This is an optimization exercise on Yosys and OpenROAD, whose aim is small area, a short achievable clock period and few clock cycles per item, not a production implementation.
In this exercise RTL edits were held to simulation tests only and were not proved equivalent to the original.
Power and IR drop assume default switching activity.

Setup of P:
## roce_pkt_gen_top
module roce_pkt_gen_top (
  input  logic                    core_clk,
  input  logic                    core_aresetn,
  input  logic                    start_i,
  input  logic [47:0]             src_mac_i,
  input  logic [31:0]             src_ip_i,
  input  logic                    cfg_we_i,
  input  logic [2-1:0]    cfg_qp_i,
  input  logic [47:0]             cfg_mac_i,
  input  logic [31:0]             cfg_ip_i,
  input  logic [23:0]             cfg_psn_i,
  input  logic [512-1:0]      wqe_tdata_i,
  input  logic                    wqe_tvalid_i,
  input  logic                    tx_tready_i,
  output logic [512-1:0]      tx_tdata_o,
  output logic [64-1:0]  tx_tkeep_o,
  output logic                    tx_tvalid_o,
  output logic                    tx_tlast_o,
  output logic                    post_rd_wqe_o,
  output logic                    post_wr_wqe_o,
  output logic                    send_done_o,
  output logic                    read_done_o,
  output logic                    write_done_o
);
  function automatic logic [15:0] oc_add(input logic [15:0] a, input logic [15:0] b);
    logic [15:0] p, g, gp, pp, gn, pn;
    logic [15:0] c;
    p  = a ^ b;
    g  = a & b;
    gp = g;
    pp = p;
    for (int d = 1; d < 16; d = d * 2) begin
      gn = gp;
      pn = pp;
      for (int i = d; i < 16; i++) begin
        gn[i] = gp[i] | (pp[i] & gp[i-d]);
        pn[i] = pp[i] & pp[i-d];
      end
  ...
export LEC_CHECK = 0
export CAP_MARGIN = 20
export CORE_AREA = 10 10 450 450
export CTS_BUF_LIST = sky130_fd_sc_hd__clkbuf_8
export CTS_CLUSTER_SIZE = 24
export DIE_AREA = 0 0 460 460
export SLEW_MARGIN = 20
create_clock -name core_clock -period 10.0 [get_ports {core_clk}]
standard.sh (not shown) runs the stock make flow with config.mk's settings and CLKGATE_MAP_FILE= SYNTH_SCRIPT=/design/flow/synth_recipe.tcl, a recipe that flattens the netlist after the stock synthesis.
==> flow/flow/run.sh <==
#!/bin/bash
# Standard ORFS layout, with a larger setup margin for repair_timing and
# the smallest buffer on the ports.
set -euo pipefail
export SETUP_SLACK_MARGIN=6.5
export BUFFER_PORTS_ARGS="-buffer_cell sky130_fd_sc_hd__buf_1"
bash standard.sh > flow_standard.log 2>&1
P | status: complete | timing, DRC, antenna: pass
Testbench counts of P, summed over its fixed seeds: cycles 2,987, frames 768.
Input-level comparison between Q and P:
# P
export LEC_CHECK = 0
export CAP_MARGIN = 20
export CORE_AREA = 10 10 450 450
export CTS_BUF_LIST = sky130_fd_sc_hd__clkbuf_8
export CTS_CLUSTER_SIZE = 24
export DIE_AREA = 0 0 460 460
export SLEW_MARGIN = 20
create_clock -name core_clock -period 10.0 [get_ports {core_clk}]
# Q
export LEC_CHECK = 0
export CAP_MARGIN = 20
export CORE_AREA = 10 10 450 450
export DIE_AREA = 0 0 460 460
export SLEW_MARGIN = 20
create_clock -name core_clock -period 10.0 [get_ports {core_clk}]
==> comparison <==
- Q: logic depth of the worst setup path including buffers lower than P
- Compared with P, Q ends up with a smaller final cell area.
- Taking P as the reference, in Q first-iteration DRC count climbed about 2%, final instance count without filler cells dropped about 1.5%, aggregate routed wire length lost about 0.45%, number of clock buffers in the layout decreased about 24%, shortest period the worst path allows shows a reduction of 0.053 ns.
- Between Q and P, it is Q whose share of the clock period used by the worst path is lower, by 0.53 points.


job 6541:
Another version of the RTL of roce_pkt_gen_top (not shown whole).
Size: about 1,300 I/O pins, ~33,000 um2 of cells after synthesis.
clock: 10.0 ns
lec_check: 0
cap_margin: 20
core_area: 10 10 450 450
die_area: 0 0 460 460
place_density: 0.88
slew_margin: 20
==> flow/flow/run.sh <==
#!/bin/bash
set -euo pipefail
export SETUP_SLACK_MARGIN=6.5
export BUFFER_PORTS_ARGS="-buffer_cell sky130_fd_sc_hd__buf_1"
export CTS_ARGS="-sink_clustering_enable -repair_clock_nets -dont_use_dummy_load -sink_clustering_size 12 -buf_list {sky130_fd_sc_hd__clkbuf_8} -root_buf sky130_fd_sc_hd__clkbuf_16"
bash standard.sh > flow_standard.log 2>&1
Testbench counts of job 6541, summed over its fixed seeds: cycles 2,987, frames 768.
Input changes introduced in job 3835 (baseline for comparison: job 6541):
- PLACE_DENSITY: 0.88 -> 0.75
==> flow/flow/run.sh <==
#!/bin/bash
# The standard ORFS layout (standard.sh: standard synthesis, floorplan,
# placement, CTS, routing, finish), run with different optimisation settings:
#  - repair_timing aims for 6.6 ns of setup slack at the 10 ns clock, so that
#    the layout is sized for a short achieved period;
#  - every port still gets its own buffer, but the smallest one (buf_1);
#  - CTS clusters up to 24 sinks per clkbuf_16 leaf, without dummy loads.
# Each tool's full log is under orfs/logs/; the make output goes to
# flow_standard.log in this folder.
set -euo pipefail
export SETUP_SLACK_MARGIN=6.6
export BUFFER_PORTS_ARGS="-buffer_cell sky130_fd_sc_hd__buf_1"
export CTS_ARGS="-sink_clustering_enable -repair_clock_nets -dont_use_dummy_load -sink_clustering_size 24 -sink_clustering_max_diameter 120 -buf_list {sky130_fd_sc_hd__clkbuf_16} -root_buf sky130_fd_sc_hd__clkbuf_16"
bash standard.sh > flow_standard.log 2>&1
==> run notes <==
Non-clock buffer count: job 3835 vs job 6541 up 6. Re cell count: job 3835 is 1.6% down on job 6541. Worst setup slack, job 3835 and job 6541: larger value in job 3835. Relative to job 6541, the combinational fraction of design power of job 3835 is higher by 1.2 points. On static leakage power, job 6541 loses to job 3835. Per the comparison of job 3835 with job 6541, routed metal-1 wire length has increased, simple-gate share of the synthesized area was more or less identical, detailed-routed wire length on met2 shows no meaningful change.
For job 7812, these inputs were changed with respect to job 3835:
==> flow/flow/run.sh <==
#!/bin/bash
set -euo pipefail
export SETUP_SLACK_MARGIN=6.8
export BUFFER_PORTS_ARGS="-buffer_cell sky130_fd_sc_hd__buf_1"
export CTS_ARGS="-sink_clustering_enable -repair_clock_nets -dont_use_dummy_load -sink_clustering_size 12 -buf_list {sky130_fd_sc_hd__clkbuf_8} -root_buf sky130_fd_sc_hd__clkbuf_16"
bash standard.sh > flow_standard.log 2>&1
==> run notes <==
- Job 7812 ended up with more standard cells than job 3835.
- In job 7812, utilization is higher than in job 3835.
- Job 7812 vs. job 3835: non-clock buffer total of the final layout went up by about 7.5%.
- Maximum clock frequency deteriorates in job 7812 relative to job 3835.
Inputs modified between job 7812 and job 8674:
- ABC_AREA newly set to 1
==> flow/flow/run.sh <==
#!/bin/bash
set -euo pipefail
export SETUP_SLACK_MARGIN=6.5
export BUFFER_PORTS_ARGS="-buffer_cell sky130_fd_sc_hd__buf_1"
export CTS_ARGS="-sink_clustering_enable -repair_clock_nets -dont_use_dummy_load -sink_clustering_size 24 -sink_clustering_max_diameter 120 -buf_list {sky130_fd_sc_hd__clkbuf_16} -root_buf sky130_fd_sc_hd__clkbuf_16"
bash standard.sh > flow_standard.log 2>&1
Of job 8674 and job 7812, the run reporting the lower worst voltage drop across the vdd grid was job 8674. Synthesized-area fraction occupied by adder cells down 0.33 points in job 8674 wrt job 7812. Signal arrival time at the worst endpoint, job 8674 and job 7812, higher one = job 8674. Global-route usage across job 8674 and job 7812: no real change. | wire length | job 8674 vs job 7812 | better |. Going from job 7812 to job 8674, proportion of cell area occupied by registers grows by 4.8 points. From job 7812 to job 8674 the numbers moved as follows: via count of the routed design up about 7%; minimum setup slack in the final design increased by 34 ps relative to the old numbers; cell total after placement rose 846. Job 8674 | status: complete | timing, DRC, antenna: pass.
diff inputs: job 8674 => job 3773
- removing ABC_AREA (formerly 1)
--- a/flow/flow/run.sh
+++ b/flow/flow/run.sh
@@ -2,3 +2,3 @@
 set -euo pipefail
-export SETUP_SLACK_MARGIN=6.5
+export SETUP_SLACK_MARGIN=6.7
 export BUFFER_PORTS_ARGS="-buffer_cell sky130_fd_sc_hd__buf_1"
==> comparison <==
Between job 8674 and job 3773, the flow reports routed wire length decreasing slightly. Job 8674 → job 3773: depth of the worst register-to-register path decreased 2, design area increased about 4.5%. Job 3773 vs job 8674, end point of the critical path: tx_tkeep_o[11] vs tx_tdata_o[49].
For job 1971, these inputs were changed with respect to job 3773:
--- a/flow/flow/run.sh
+++ b/flow/flow/run.sh
@@ -2,3 +2,3 @@
 set -euo pipefail
-export SETUP_SLACK_MARGIN=6.7
+export SETUP_SLACK_MARGIN=6.8
 export BUFFER_PORTS_ARGS="-buffer_cell sky130_fd_sc_hd__buf_1"
Findings:
Job 1971 finished every stage and its layout cleared the timing, DRC and antenna checks. Summary of job 1971 over job 3773: cell count has increased; detailed route wirelength on metal2 has increased; arrival time at the worst endpoint has decreased; non-clock buffer count has increased.

what the ideal ports hide:
The flow's constraints put no driver on any port. The routed layouts listed below were extracted and timed again, unchanged, in two steps.
Step 1 assumes that a clkbuf_16 drives the clock port and a buf_2 every other input.
Step 2 times the ports against the registers' clock, not the clock port: input delays grow and output delays shrink by t, the midpoint of the rising clock arrivals with the driver on.
a / b / c = no drivers / after step 1 / after step 2; a / b = the first two.
| run | t (ns) | setup WS [ns] | clock arrival spread, ns | worst register clock-pin slew, ns |
|---|---|---|---|---|
| P | 0.931 | 5.978 / 5.978 / 5.551 | 0.048 / 0.048 | 0.06 / 0.06 |
| Q | 0.773 | 6.032 / 6.032 / 5.616 | 0.066 / 0.066 | 0.07 / 0.07 |
| job 6541 | 0.762 | 6.485 / 6.417 / 5.682 | 0.095 / 0.095 | 0.07 / 0.07 |
| job 3835 | 0.688 | 6.569 / 6.490 / 5.917 | 0.110 / 0.110 | 0.11 / 0.11 |
| job 7812 | 0.793 | 6.471 / 6.404 / 5.772 | 0.132 / 0.132 | 0.06 / 0.06 |
| job 8674 | 0.704 | 6.504 / 6.506 / 5.821 | 0.098 / 0.098 | 0.11 / 0.11 |
| job 3773 | 0.705 | 6.476 / 6.418 / 5.853 | 0.114 / 0.113 | 0.11 / 0.11 |
| job 1971 | 0.718 | 6.509 / 6.438 / 5.817 | 0.129 / 0.130 | 0.10 / 0.10 |
After both steps every run listed still meets setup and hold. For job 6541, which loses most, drivers alone change the setup slack by -0.068 ns; drivers and shift together by -0.803 ns.
